This design comes from an exercise in tuning for small area, a short achievable clock period and few clock cycles on the open sky130 flow, not from production work.
Function was checked by simulation only, so behaviour that the tests miss may differ from the original.

==> indigo <==
// calculatorTop
module calculatorTop (
	input  logic        clk,
	input  logic        rst_n,
	input  logic        keyReq,
	input  logic [3:0]  keyCode,
	output logic        keyAck,
	output logic        resReq,
	input  logic        resAck,
	output logic        resSign,
	output logic [23:0] resMagnitude,
	output logic [3:0]  resDigits,
	output logic        resError
);
export LEC_CHECK = 0
export CAP_MARGIN = 20
export CORE_MARGIN = 2
export CORE_UTILIZATION = 70
export CTS_BUF_LIST = sky130_fd_sc_hd__clkbuf_8
export CTS_CLUSTER_SIZE = 30
export PLACE_DENSITY = 0.8
export SLEW_MARGIN = 20
export SYNTH_HIERARCHICAL = 1
create_clock -name core_clock -period 80.0 [get_ports {clk}]
standard.sh (not shown) runs the stock make flow with config.mk's settings and CLKGATE_MAP_FILE= SYNTH_SCRIPT=/design/flow/synth_recipe.tcl, a recipe that flattens the netlist after the stock synthesis.
==> flow/flow/run.sh <==
#!/bin/bash
# The standard layout, with the port buffers made of plain buffers
# instead of the delay cells the resizer picks by default, and a clock tree
# without the dummy loads CTS adds to even out its branches.
set -euo pipefail
export BUFFER_PORTS_ARGS="-buffer_cell sky130_fd_sc_hd__buf_2"
export CTS_ARGS="-sink_clustering_enable -repair_clock_nets -sink_clustering_size 30 -buf_list sky130_fd_sc_hd__clkbuf_8 -dont_use_dummy_load"
bash standard.sh > standard.log 2>&1
==> fjord: changes against indigo <==
--- a/flow/design.v
+++ b/flow/design.v
@@ -63,11 +63,13 @@
 	localparam logic [3:0] S_MUL   = 4'd1;
 	localparam logic [3:0] S_ALIGN = 4'd2;
 	localparam logic [3:0] S_STEP  = 4'd3;
 	localparam logic [3:0] S_APPLY = 4'd4;
 	localparam logic [3:0] S_FABS  = 4'd5;
-	localparam logic [3:0] S_FD    = 4'd6;
+	localparam logic [3:0] S_FD1   = 4'd6;
+	localparam logic [3:0] S_FD2   = 4'd7;
+	localparam logic [3:0] S_FD3   = 4'd8;
 	localparam logic [3:0] S_FOUT  = 4'd9;
 	logic       kv;
 	logic [3:0] K;
 	logic       kdone;
 	logic [23:0] E;  
@@ -81,17 +83,17 @@
 	logic       lowNeg;  
 	logic       sZero;   
 	logic       errAcc;  
 	logic [1:0] nk;      
 	logic       nkDiv;   
+	logic       first;   
 	logic       bc;      
 	logic       qneg;    
 	logic       xNeg;    
 	logic       dnb;     
 	logic [4:0] cnt;
 	logic [1:0] bs;      
-	logic       resBusy;  
 	assign resMagnitude = S;
 	logic [2:0]  dh;
 	logic [1:0]  dlo;
 	logic [22:0] e5;
 	logic [23:0] eMul;
@@ -131,35 +133,31 @@
 	for (genvar i = 0; i < 24; i++) begin : g_alu
 		assign alu[i] = aluA[i] ^ aluB[i] ^ aluCy[i];
 		assign aluCy[i+1] = (aluA[i] & aluB[i]) | (aluCy[i] & (aluA[i] ^ aluB[i]));
 	end
 	assign aluC = aluCy[24];
+	always_comb begin
+		qConst = 24'd10000;
+		if (st == S_FD2)
+			qConst = resDigits[2] ? 24'd1000000 : 24'd100;
+		else if (st == S_FD3)
+			case (resDigits[2:1])
+				2'b00: qConst = 24'd10;
+				2'b01: qConst = 24'd1000;
+				2'b10: qConst = 24'd100000;
+				default: qConst = 24'd10000000;
+			endcase
+	end
 	logic fits1, fits4;
 	logic [23:0] smear;
 	always_comb begin
 		smear[23] = X[23];
 		for (int i = 22; i >= 0; i--)
 			smear[i] = smear[i+1] | X[i];
 	end
 	assign fits1 = ~B[23] & ~|(B[22:0] & ~smear[23:1]);
 	assign fits4 = ~|B[23:20] & ~|(B[19:0] & ~smear[23:4]);
-	logic [6:0] pAbove;   
-	logic [6:0] pUnsure;  
-	assign pAbove = {1'b0, smear[20], smear[17], smear[14], smear[10], smear[7], smear[4]};
-	assign pUnsure = {smear[23], smear[19], smear[16], smear[13], smear[9], smear[6], smear[3]} & ~pAbove;
-	assign qConst = ({24{pUnsure[0]}} & 24'd10) | ({24{pUnsure[1]}} & 24'd100)
-		| ({24{pUnsure[2]}} & 24'd1000) | ({24{pUnsure[3]}} & 24'd10000)
-		| ({24{pUnsure[4]}} & 24'd100000) | ({24{pUnsure[5]}} & 24'd1000000)
-		| ({24{pUnsure[6]}} & 24'd10000000);
-	logic [2:0] nAbove;
-	logic       unsureHit;
-	logic [3:0] digitCount;
-	assign nAbove[2] = pAbove[3];
-	assign nAbove[1] = (pAbove[1] & ~pAbove[3]) | pAbove[5];
-	assign nAbove[0] = (pAbove[0] & ~pAbove[1]) | (pAbove[2] & ~pAbove[3]) | (pAbove[4] & ~pAbove[5]);
-	assign unsureHit = |pUnsure & aluC;
-	assign digitCount = {1'b0, nAbove} + {2'b00, unsureHit, ~unsureHit};
 	logic aligning;
 	assign aligning = st == S_ALIGN && (fits4 || fits1);
 	logic [2:0] bv;
 	assign bv = {1'b0, B[1:0]} + {2'b0, bc};
 	logic mulLast;
@@ -175,19 +173,19 @@
 	assign kMinus = K == 4'd11;
 	assign kDivide = K == 4'd15;
 	logic engFree;
 	assign engFree = st == S_IDLE;
 	logic opReady;
-	assign opReady = kv && kOp && engFree && !(resBusy && !kHigh && ph != 2'd2);
+	assign opReady = kv && kOp && engFree && !(resReq && !kHigh && ph != 2'd2);
 	logic execNegE;    
 	logic execOp;      
 	logic execBsAlu;   
 	assign execNegE = opReady && ph == 2'd2 && E[23] && !dnb;
 	assign execOp = opReady && !execNegE;
 	assign execBsAlu = kv && kBack && !bsHalf && engFree && (bs == 2'd0 ? E[23] : bs == 2'd2);
 	logic engHold;
-	assign engHold = resBusy && nkLow && st == S_APPLY;
+	assign engHold = resReq && nkLow && st == S_APPLY;
 	always_comb begin
 		pS = 0; pSraw = 0; pX = 0;
 		qE = 0; qB = 0; qA = 0; qA2 = 0; qC = 0; qS = 0; invQ = 0; cin = 0;
 		if (execOp) begin
 			if (ph == 2'd0) begin
@@ -195,24 +193,24 @@
 				if (!kHigh) begin
 					pS = 1;
 					invQ = lowNeg;
 					cin = lowNeg;
 				end
-			end else if (ph == 2'd2) begin
+			end else begin
 				qA = 1;
 				invQ = A[23];
 				cin = A[23];
-			end else
-				pS = !kHigh;
+			end
 		end else if (execNegE || execBsAlu) begin
 			qE = 1;
 			invQ = 1;
 			cin = 1;
 		end
 		case (st)
 			S_MUL: begin
-				pX = 1;
+				pX = !first;
+				pS = first && nkLow;
 				case (bv)
 					3'd1: qA = 1;
 					3'd2: qA2 = 1;
 					3'd3: qA = 1;
 					default: ;
@@ -237,11 +235,11 @@
 				qS = S[23];
 				qC = !S[23];
 				invQ = 1;
 				cin = 1;
 			end
-			S_FD: begin pSraw = 1; qC = 1; invQ = 1; cin = 1; end
+			S_FD1, S_FD2, S_FD3: begin pSraw = 1; qC = 1; invQ = 1; cin = 1; end
 			default: ;
 		endcase
 	end
 	assign kdone = kv && (kDigit || (kBack && (bs == 2'd0 ? bsHalf : bs == 2'd2 && engFree)) || execOp);
 	logic accept;
@@ -309,15 +307,13 @@
 			ph <= 2'd0;
 			lowNeg <= 1'b0;
 			sZero <= 1'b1;
 			errAcc <= 1'b0;
 			resReq <= 1'b0;
-			resBusy <= 1'b0;
 		end else begin
-			if (resBusy && resAck) begin
+			if (resReq && resAck) begin
 				resReq <= 1'b0;
-				resBusy <= 1'b0;
 				sZero <= 1'b1;
 			end
 			case (st)
 				S_IDLE: begin
 					if (execOp) begin
@@ -375,21 +371,21 @@
 							ph <= nkDiv ? 2'd2 : 2'd1;
 							st <= S_IDLE;
 						end
 					end
 				end
-				S_FABS, S_FD, S_FOUT: begin
-					if (st == S_FABS) begin
-						lowNeg <= 1'b0;
-						ph <= 2'd0;
-						errAcc <= 1'b0;
-					end
-					if (st == S_FABS && S[23])
-						st <= S_FD;
-					else if (!resAck) begin
+				S_FABS: begin
+					lowNeg <= 1'b0;
+					ph <= 2'd0;
+					errAcc <= 1'b0;
+					st <= S[23] ? S_FD1 : S_FD2;
+				end
+				S_FD1: st <= S_FD2;
+				S_FD2: st <= S_FD3;
+				S_FD3, S_FOUT: begin
+					if (!resAck) begin
 						resReq <= 1'b1;
-						resBusy <= 1'b1;
 						st <= S_IDLE;
 					end else
 						st <= S_FOUT;
 				end
 				default: st <= S_IDLE;
@@ -413,10 +409,11 @@
 	end
 	always_ff @(posedge clk) begin
 		if (st == S_IDLE && execOp) begin
 			nk <= kHigh ? 2'd2 : kEq ? 2'd3 : kMinus ? 2'd1 : 2'd0;
 			nkDiv <= kDivide;
+			first <= 1'b1;
 			bc <= 1'b0;
 			cnt <= 5'd0;
 			xNeg <= 1'b0;
 			qneg <= A[23] ^ dnb;
 			if (ph == 2'd2)
@@ -428,10 +425,11 @@
 					S <= alu;
 			end
 		end
 		case (st)
 			S_MUL: begin
+				first <= 1'b0;
 				bc <= bv[2] | (bv == 3'd3);
 				A <= {A[21:0], 2'b00};
 				if (mulLast) begin
 					if (nkLow)
 						S <= alu;
@@ -461,13 +459,15 @@
 			S_FABS: begin
 				resSign <= S[23];
 				resError <= errAcc;
 				if (S[23])
 					S <= alu;
+				else
+					resDigits <= {1'b0, aluC, 2'b00};
 			end
-			S_FD: resDigits <= digitCount;
+			S_FD1: resDigits <= {1'b0, aluC, 2'b00};
+			S_FD2: resDigits[1] <= aluC;
+			S_FD3: resDigits <= {1'b0, resDigits[2:1], aluC} + 4'd1;
 			default: ;
 		endcase
-		if (st == S_FABS && !S[23])
-			resDigits <= digitCount;
 	end
 endmodule
==> flow/flow/run.sh (replaced) <==
#!/bin/bash
# The standard layout, with the port buffers made of plain buffers
# instead of the delay cells the resizer picks by default.
set -euo pipefail
export BUFFER_PORTS_ARGS="-buffer_cell sky130_fd_sc_hd__buf_2"
bash standard.sh > standard.log 2>&1
- CORE_UTILIZATION: 70 -> 40
- CTS_CLUSTER_SIZE: 30 -> 12
- PLACE_DENSITY: 0.8 -> default
==> zinc: changes against indigo <==
--- a/flow/design.v
+++ b/flow/design.v
@@ -63,11 +63,13 @@
 	localparam logic [3:0] S_MUL   = 4'd1;
 	localparam logic [3:0] S_ALIGN = 4'd2;
 	localparam logic [3:0] S_STEP  = 4'd3;
 	localparam logic [3:0] S_APPLY = 4'd4;
 	localparam logic [3:0] S_FABS  = 4'd5;
-	localparam logic [3:0] S_FD    = 4'd6;
+	localparam logic [3:0] S_FD1   = 4'd6;
+	localparam logic [3:0] S_FD2   = 4'd7;
+	localparam logic [3:0] S_FD3   = 4'd8;
 	localparam logic [3:0] S_FOUT  = 4'd9;
 	logic       kv;
 	logic [3:0] K;
 	logic       kdone;
 	logic [23:0] E;  
@@ -81,17 +83,17 @@
 	logic       lowNeg;  
 	logic       sZero;   
 	logic       errAcc;  
 	logic [1:0] nk;      
 	logic       nkDiv;   
+	logic       first;   
 	logic       bc;      
 	logic       qneg;    
 	logic       xNeg;    
 	logic       dnb;     
 	logic [4:0] cnt;
 	logic [1:0] bs;      
-	logic       resBusy;  
 	assign resMagnitude = S;
 	logic [2:0]  dh;
 	logic [1:0]  dlo;
 	logic [22:0] e5;
 	logic [23:0] eMul;
@@ -131,35 +133,31 @@
 	for (genvar i = 0; i < 24; i++) begin : g_alu
 		assign alu[i] = aluA[i] ^ aluB[i] ^ aluCy[i];
 		assign aluCy[i+1] = (aluA[i] & aluB[i]) | (aluCy[i] & (aluA[i] ^ aluB[i]));
 	end
 	assign aluC = aluCy[24];
+	always_comb begin
+		qConst = 24'd10000;
+		if (st == S_FD2)
+			qConst = resDigits[2] ? 24'd1000000 : 24'd100;
+		else if (st == S_FD3)
+			case (resDigits[2:1])
+				2'b00: qConst = 24'd10;
+				2'b01: qConst = 24'd1000;
+				2'b10: qConst = 24'd100000;
+				default: qConst = 24'd10000000;
+			endcase
+	end
 	logic fits1, fits4;
 	logic [23:0] smear;
 	always_comb begin
 		smear[23] = X[23];
 		for (int i = 22; i >= 0; i--)
 			smear[i] = smear[i+1] | X[i];
 	end
 	assign fits1 = ~B[23] & ~|(B[22:0] & ~smear[23:1]);
 	assign fits4 = ~|B[23:20] & ~|(B[19:0] & ~smear[23:4]);
-	logic [6:0] pAbove;   
-	logic [6:0] pUnsure;  
-	assign pAbove = {1'b0, smear[20], smear[17], smear[14], smear[10], smear[7], smear[4]};
-	assign pUnsure = {smear[23], smear[19], smear[16], smear[13], smear[9], smear[6], smear[3]} & ~pAbove;
-	assign qConst = ({24{pUnsure[0]}} & 24'd10) | ({24{pUnsure[1]}} & 24'd100)
-		| ({24{pUnsure[2]}} & 24'd1000) | ({24{pUnsure[3]}} & 24'd10000)
-		| ({24{pUnsure[4]}} & 24'd100000) | ({24{pUnsure[5]}} & 24'd1000000)
-		| ({24{pUnsure[6]}} & 24'd10000000);
-	logic [2:0] nAbove;
-	logic       unsureHit;
-	logic [3:0] digitCount;
-	assign nAbove[2] = pAbove[3];
-	assign nAbove[1] = (pAbove[1] & ~pAbove[3]) | pAbove[5];
-	assign nAbove[0] = (pAbove[0] & ~pAbove[1]) | (pAbove[2] & ~pAbove[3]) | (pAbove[4] & ~pAbove[5]);
-	assign unsureHit = |pUnsure & aluC;
-	assign digitCount = {1'b0, nAbove} + {2'b00, unsureHit, ~unsureHit};
 	logic aligning;
 	assign aligning = st == S_ALIGN && (fits4 || fits1);
 	logic [2:0] bv;
 	assign bv = {1'b0, B[1:0]} + {2'b0, bc};
 	logic mulLast;
@@ -175,19 +173,19 @@
 	assign kMinus = K == 4'd11;
 	assign kDivide = K == 4'd15;
 	logic engFree;
 	assign engFree = st == S_IDLE;
 	logic opReady;
-	assign opReady = kv && kOp && engFree && !(resBusy && !kHigh && ph != 2'd2);
+	assign opReady = kv && kOp && engFree && !(resReq && !kHigh && ph != 2'd2);
 	logic execNegE;    
 	logic execOp;      
 	logic execBsAlu;   
 	assign execNegE = opReady && ph == 2'd2 && E[23] && !dnb;
 	assign execOp = opReady && !execNegE;
 	assign execBsAlu = kv && kBack && !bsHalf && engFree && (bs == 2'd0 ? E[23] : bs == 2'd2);
 	logic engHold;
-	assign engHold = resBusy && nkLow && st == S_APPLY;
+	assign engHold = resReq && nkLow && st == S_APPLY;
 	always_comb begin
 		pS = 0; pSraw = 0; pX = 0;
 		qE = 0; qB = 0; qA = 0; qA2 = 0; qC = 0; qS = 0; invQ = 0; cin = 0;
 		if (execOp) begin
 			if (ph == 2'd0) begin
@@ -195,24 +193,24 @@
 				if (!kHigh) begin
 					pS = 1;
 					invQ = lowNeg;
 					cin = lowNeg;
 				end
-			end else if (ph == 2'd2) begin
+			end else begin
 				qA = 1;
 				invQ = A[23];
 				cin = A[23];
-			end else
-				pS = !kHigh;
+			end
 		end else if (execNegE || execBsAlu) begin
 			qE = 1;
 			invQ = 1;
 			cin = 1;
 		end
 		case (st)
 			S_MUL: begin
-				pX = 1;
+				pX = !first;
+				pS = first && nkLow;
 				case (bv)
 					3'd1: qA = 1;
 					3'd2: qA2 = 1;
 					3'd3: qA = 1;
 					default: ;
@@ -237,11 +235,11 @@
 				qS = S[23];
 				qC = !S[23];
 				invQ = 1;
 				cin = 1;
 			end
-			S_FD: begin pSraw = 1; qC = 1; invQ = 1; cin = 1; end
+			S_FD1, S_FD2, S_FD3: begin pSraw = 1; qC = 1; invQ = 1; cin = 1; end
 			default: ;
 		endcase
 	end
 	assign kdone = kv && (kDigit || (kBack && (bs == 2'd0 ? bsHalf : bs == 2'd2 && engFree)) || execOp);
 	logic accept;
@@ -309,15 +307,13 @@
 			ph <= 2'd0;
 			lowNeg <= 1'b0;
 			sZero <= 1'b1;
 			errAcc <= 1'b0;
 			resReq <= 1'b0;
-			resBusy <= 1'b0;
 		end else begin
-			if (resBusy && resAck) begin
+			if (resReq && resAck) begin
 				resReq <= 1'b0;
-				resBusy <= 1'b0;
 				sZero <= 1'b1;
 			end
 			case (st)
 				S_IDLE: begin
 					if (execOp) begin
@@ -375,21 +371,21 @@
 							ph <= nkDiv ? 2'd2 : 2'd1;
 							st <= S_IDLE;
 						end
 					end
 				end
-				S_FABS, S_FD, S_FOUT: begin
-					if (st == S_FABS) begin
-						lowNeg <= 1'b0;
-						ph <= 2'd0;
-						errAcc <= 1'b0;
-					end
-					if (st == S_FABS && S[23])
-						st <= S_FD;
-					else if (!resAck) begin
+				S_FABS: begin
+					lowNeg <= 1'b0;
+					ph <= 2'd0;
+					errAcc <= 1'b0;
+					st <= S[23] ? S_FD1 : S_FD2;
+				end
+				S_FD1: st <= S_FD2;
+				S_FD2: st <= S_FD3;
+				S_FD3, S_FOUT: begin
+					if (!resAck) begin
 						resReq <= 1'b1;
-						resBusy <= 1'b1;
 						st <= S_IDLE;
 					end else
 						st <= S_FOUT;
 				end
 				default: st <= S_IDLE;
@@ -413,10 +409,11 @@
 	end
 	always_ff @(posedge clk) begin
 		if (st == S_IDLE && execOp) begin
 			nk <= kHigh ? 2'd2 : kEq ? 2'd3 : kMinus ? 2'd1 : 2'd0;
 			nkDiv <= kDivide;
+			first <= 1'b1;
 			bc <= 1'b0;
 			cnt <= 5'd0;
 			xNeg <= 1'b0;
 			qneg <= A[23] ^ dnb;
 			if (ph == 2'd2)
@@ -428,10 +425,11 @@
 					S <= alu;
 			end
 		end
 		case (st)
 			S_MUL: begin
+				first <= 1'b0;
 				bc <= bv[2] | (bv == 3'd3);
 				A <= {A[21:0], 2'b00};
 				if (mulLast) begin
 					if (nkLow)
 						S <= alu;
@@ -461,13 +459,15 @@
 			S_FABS: begin
 				resSign <= S[23];
 				resError <= errAcc;
 				if (S[23])
 					S <= alu;
+				else
+					resDigits <= {1'b0, aluC, 2'b00};
 			end
-			S_FD: resDigits <= digitCount;
+			S_FD1: resDigits <= {1'b0, aluC, 2'b00};
+			S_FD2: resDigits[1] <= aluC;
+			S_FD3: resDigits <= {1'b0, resDigits[2:1], aluC} + 4'd1;
 			default: ;
 		endcase
-		if (st == S_FABS && !S[23])
-			resDigits <= digitCount;
 	end
 endmodule
==> flow/flow/run.sh (replaced) <==
#!/bin/bash
# The standard layout, with the port buffers made of plain buffers
# instead of the delay cells the resizer picks by default.
set -euo pipefail
export BUFFER_PORTS_ARGS="-buffer_cell sky130_fd_sc_hd__buf_2"
bash standard.sh > standard.log 2>&1
- CORE_UTILIZATION: 70 -> 40
- CTS_BUF_LIST: sky130_fd_sc_hd__clkbuf_8 -> sky130_fd_sc_hd__clkbuf_8 sky130_fd_sc_hd__clkbuf_16
- PLACE_DENSITY: 0.8 -> default
==> maple: changes against indigo <==
--- a/flow/design.v
+++ b/flow/design.v
@@ -87,11 +87,10 @@
 	logic       qneg;    
 	logic       xNeg;    
 	logic       dnb;     
 	logic [4:0] cnt;
 	logic [1:0] bs;      
-	logic       resBusy;  
 	assign resMagnitude = S;
 	logic [2:0]  dh;
 	logic [1:0]  dlo;
 	logic [22:0] e5;
 	logic [23:0] eMul;
@@ -175,19 +174,19 @@
 	assign kMinus = K == 4'd11;
 	assign kDivide = K == 4'd15;
 	logic engFree;
 	assign engFree = st == S_IDLE;
 	logic opReady;
-	assign opReady = kv && kOp && engFree && !(resBusy && !kHigh && ph != 2'd2);
+	assign opReady = kv && kOp && engFree && !(resReq && !kHigh && ph != 2'd2);
 	logic execNegE;    
 	logic execOp;      
 	logic execBsAlu;   
 	assign execNegE = opReady && ph == 2'd2 && E[23] && !dnb;
 	assign execOp = opReady && !execNegE;
 	assign execBsAlu = kv && kBack && !bsHalf && engFree && (bs == 2'd0 ? E[23] : bs == 2'd2);
 	logic engHold;
-	assign engHold = resBusy && nkLow && st == S_APPLY;
+	assign engHold = resReq && nkLow && st == S_APPLY;
 	always_comb begin
 		pS = 0; pSraw = 0; pX = 0;
 		qE = 0; qB = 0; qA = 0; qA2 = 0; qC = 0; qS = 0; invQ = 0; cin = 0;
 		if (execOp) begin
 			if (ph == 2'd0) begin
@@ -309,15 +308,13 @@
 			ph <= 2'd0;
 			lowNeg <= 1'b0;
 			sZero <= 1'b1;
 			errAcc <= 1'b0;
 			resReq <= 1'b0;
-			resBusy <= 1'b0;
 		end else begin
-			if (resBusy && resAck) begin
+			if (resReq && resAck) begin
 				resReq <= 1'b0;
-				resBusy <= 1'b0;
 				sZero <= 1'b1;
 			end
 			case (st)
 				S_IDLE: begin
 					if (execOp) begin
@@ -385,11 +382,10 @@
 					end
 					if (st == S_FABS && S[23])
 						st <= S_FD;
 					else if (!resAck) begin
 						resReq <= 1'b1;
-						resBusy <= 1'b1;
 						st <= S_IDLE;
 					end else
 						st <= S_FOUT;
 				end
 				default: st <= S_IDLE;
==> flow/flow/run.sh (replaced) <==
#!/bin/bash
# The standard layout, with the port buffers made of plain buffers
# instead of the delay cells the resizer picks by default.
set -euo pipefail
export BUFFER_PORTS_ARGS="-buffer_cell sky130_fd_sc_hd__buf_2"
bash standard.sh > standard.log 2>&1
- CORE_UTILIZATION: 70 -> 65
- PLACE_DENSITY: 0.8 -> 0.75
==> summary of the runs <==
- Utilization, highest first: indigo, maple, zinc, fjord.
- Between indigo and maple, the lower non-clock buffer count is in maple (gap 5).
- Worst setup slack: fjord is higher than maple (0.043 ns).
- Worst hold slack: zinc < indigo < fjord < maple.
- The highest global-route usage belongs to indigo, the lowest to fjord.
- In register-to-register slack, zinc and fjord hardly differ.
- Critical path depth is the same in fjord and zinc.
- Between fjord and maple, the lower flip-flop and latch count is in maple (gap 1).
==> figures <==
metric	maple	zinc	indigo	fjord
Synthesized netlist net count	1,428	1,403	1,387	1,403
Number of inverters outside the clock class in the layout	56	56	51	56
Num tapcells	225	384	216	384
Count of routing violations after the opening detailed-route iteration	1,681	1,422	1,686	1,390
Clock Latency Late Sink	0.48 ns	0.45 ns	0.49 ns	0.50 ns
Count of sequential standard cells	162	163	163	163
End-of-flow core utilization	69.9%	44.0%	74.4%	43.4%
Post-synthesis xor/xnor area fraction	2.51%	2.58%	2.66%	2.58%
Maximum operating frequency	58.0 MHz	58.3 MHz	58.5 MHz	58.1 MHz
Largest driver fanout on the critical path	8	7	4	7
Seq/total area	29.2%	28.2%	29.9%	28.7%
Antenna violations before repair	0	0	0	1
Simple-gate portion of the synthesized area	18.8%	17.0%	18.4%	17.0%
Overall routed net length	38,500 um	41,500 um	37,600 um	41,300 um
Number of antenna repair diodes	0	0	1	0
Outcome	timing/DRC/antenna clean	timing/DRC/antenna clean	timing/DRC/antenna clean	timing/DRC/antenna clean
Cell depth of the worst flop-to-flop path	38	39	40	39
Layout cell share with drive strength beyond 1	10.8%	12.7%	12.2%	12.7%
Die extent in y	137 um	174 um	132 um	174 um
Multi-Input Combinational	1,032	1,003	1,007	1,003
Multi-input gate share of total cell area	60.5%	58.0%	61.1%	58.9%
Testbench counts of indigo, summed over its fixed seeds: cycles 34,221.
Testbench counts of fjord, summed over its fixed seeds: cycles 34,751.
Testbench counts of zinc, summed over its fixed seeds: cycles 34,751.
Testbench counts of maple, summed over its fixed seeds: cycles 34,221.

## afterwards: timing with drivers on the ports
Ports are ideal in the flow. The routed layouts listed here were re-timed in OpenROAD. Step 1 (the two cells are an assumption about what drives the block):
set clk [get_ports {clk}]
set_driving_cell -lib_cell sky130_fd_sc_hd__clkbuf_16 $clk
set_driving_cell -lib_cell sky130_fd_sc_hd__buf_2 [delete_from_list [all_inputs] $clk]
Step 2 times the ports against the registers' clock, not the clock port: input delays grow and output delays shrink by t, the midpoint of the rising clock arrivals with the driver on. Three values: no drivers, after step 1, after step 2; two values: the first two.
| run | t, ns | setup WS [ns] | worst setup path after step 2 |
|---|---|---|---|
| indigo | 0.512 | 62.910 / 62.867 / 63.058 | input to register |
| fjord | 0.531 | 62.795 / 62.745 / 62.939 | input to register |
| zinc | 0.487 | 62.854 / 62.801 / 62.927 | input to register |
| maple | 0.514 | 62.752 / 62.710 / 62.966 | input to register |
After both steps every run listed still meets setup and hold.
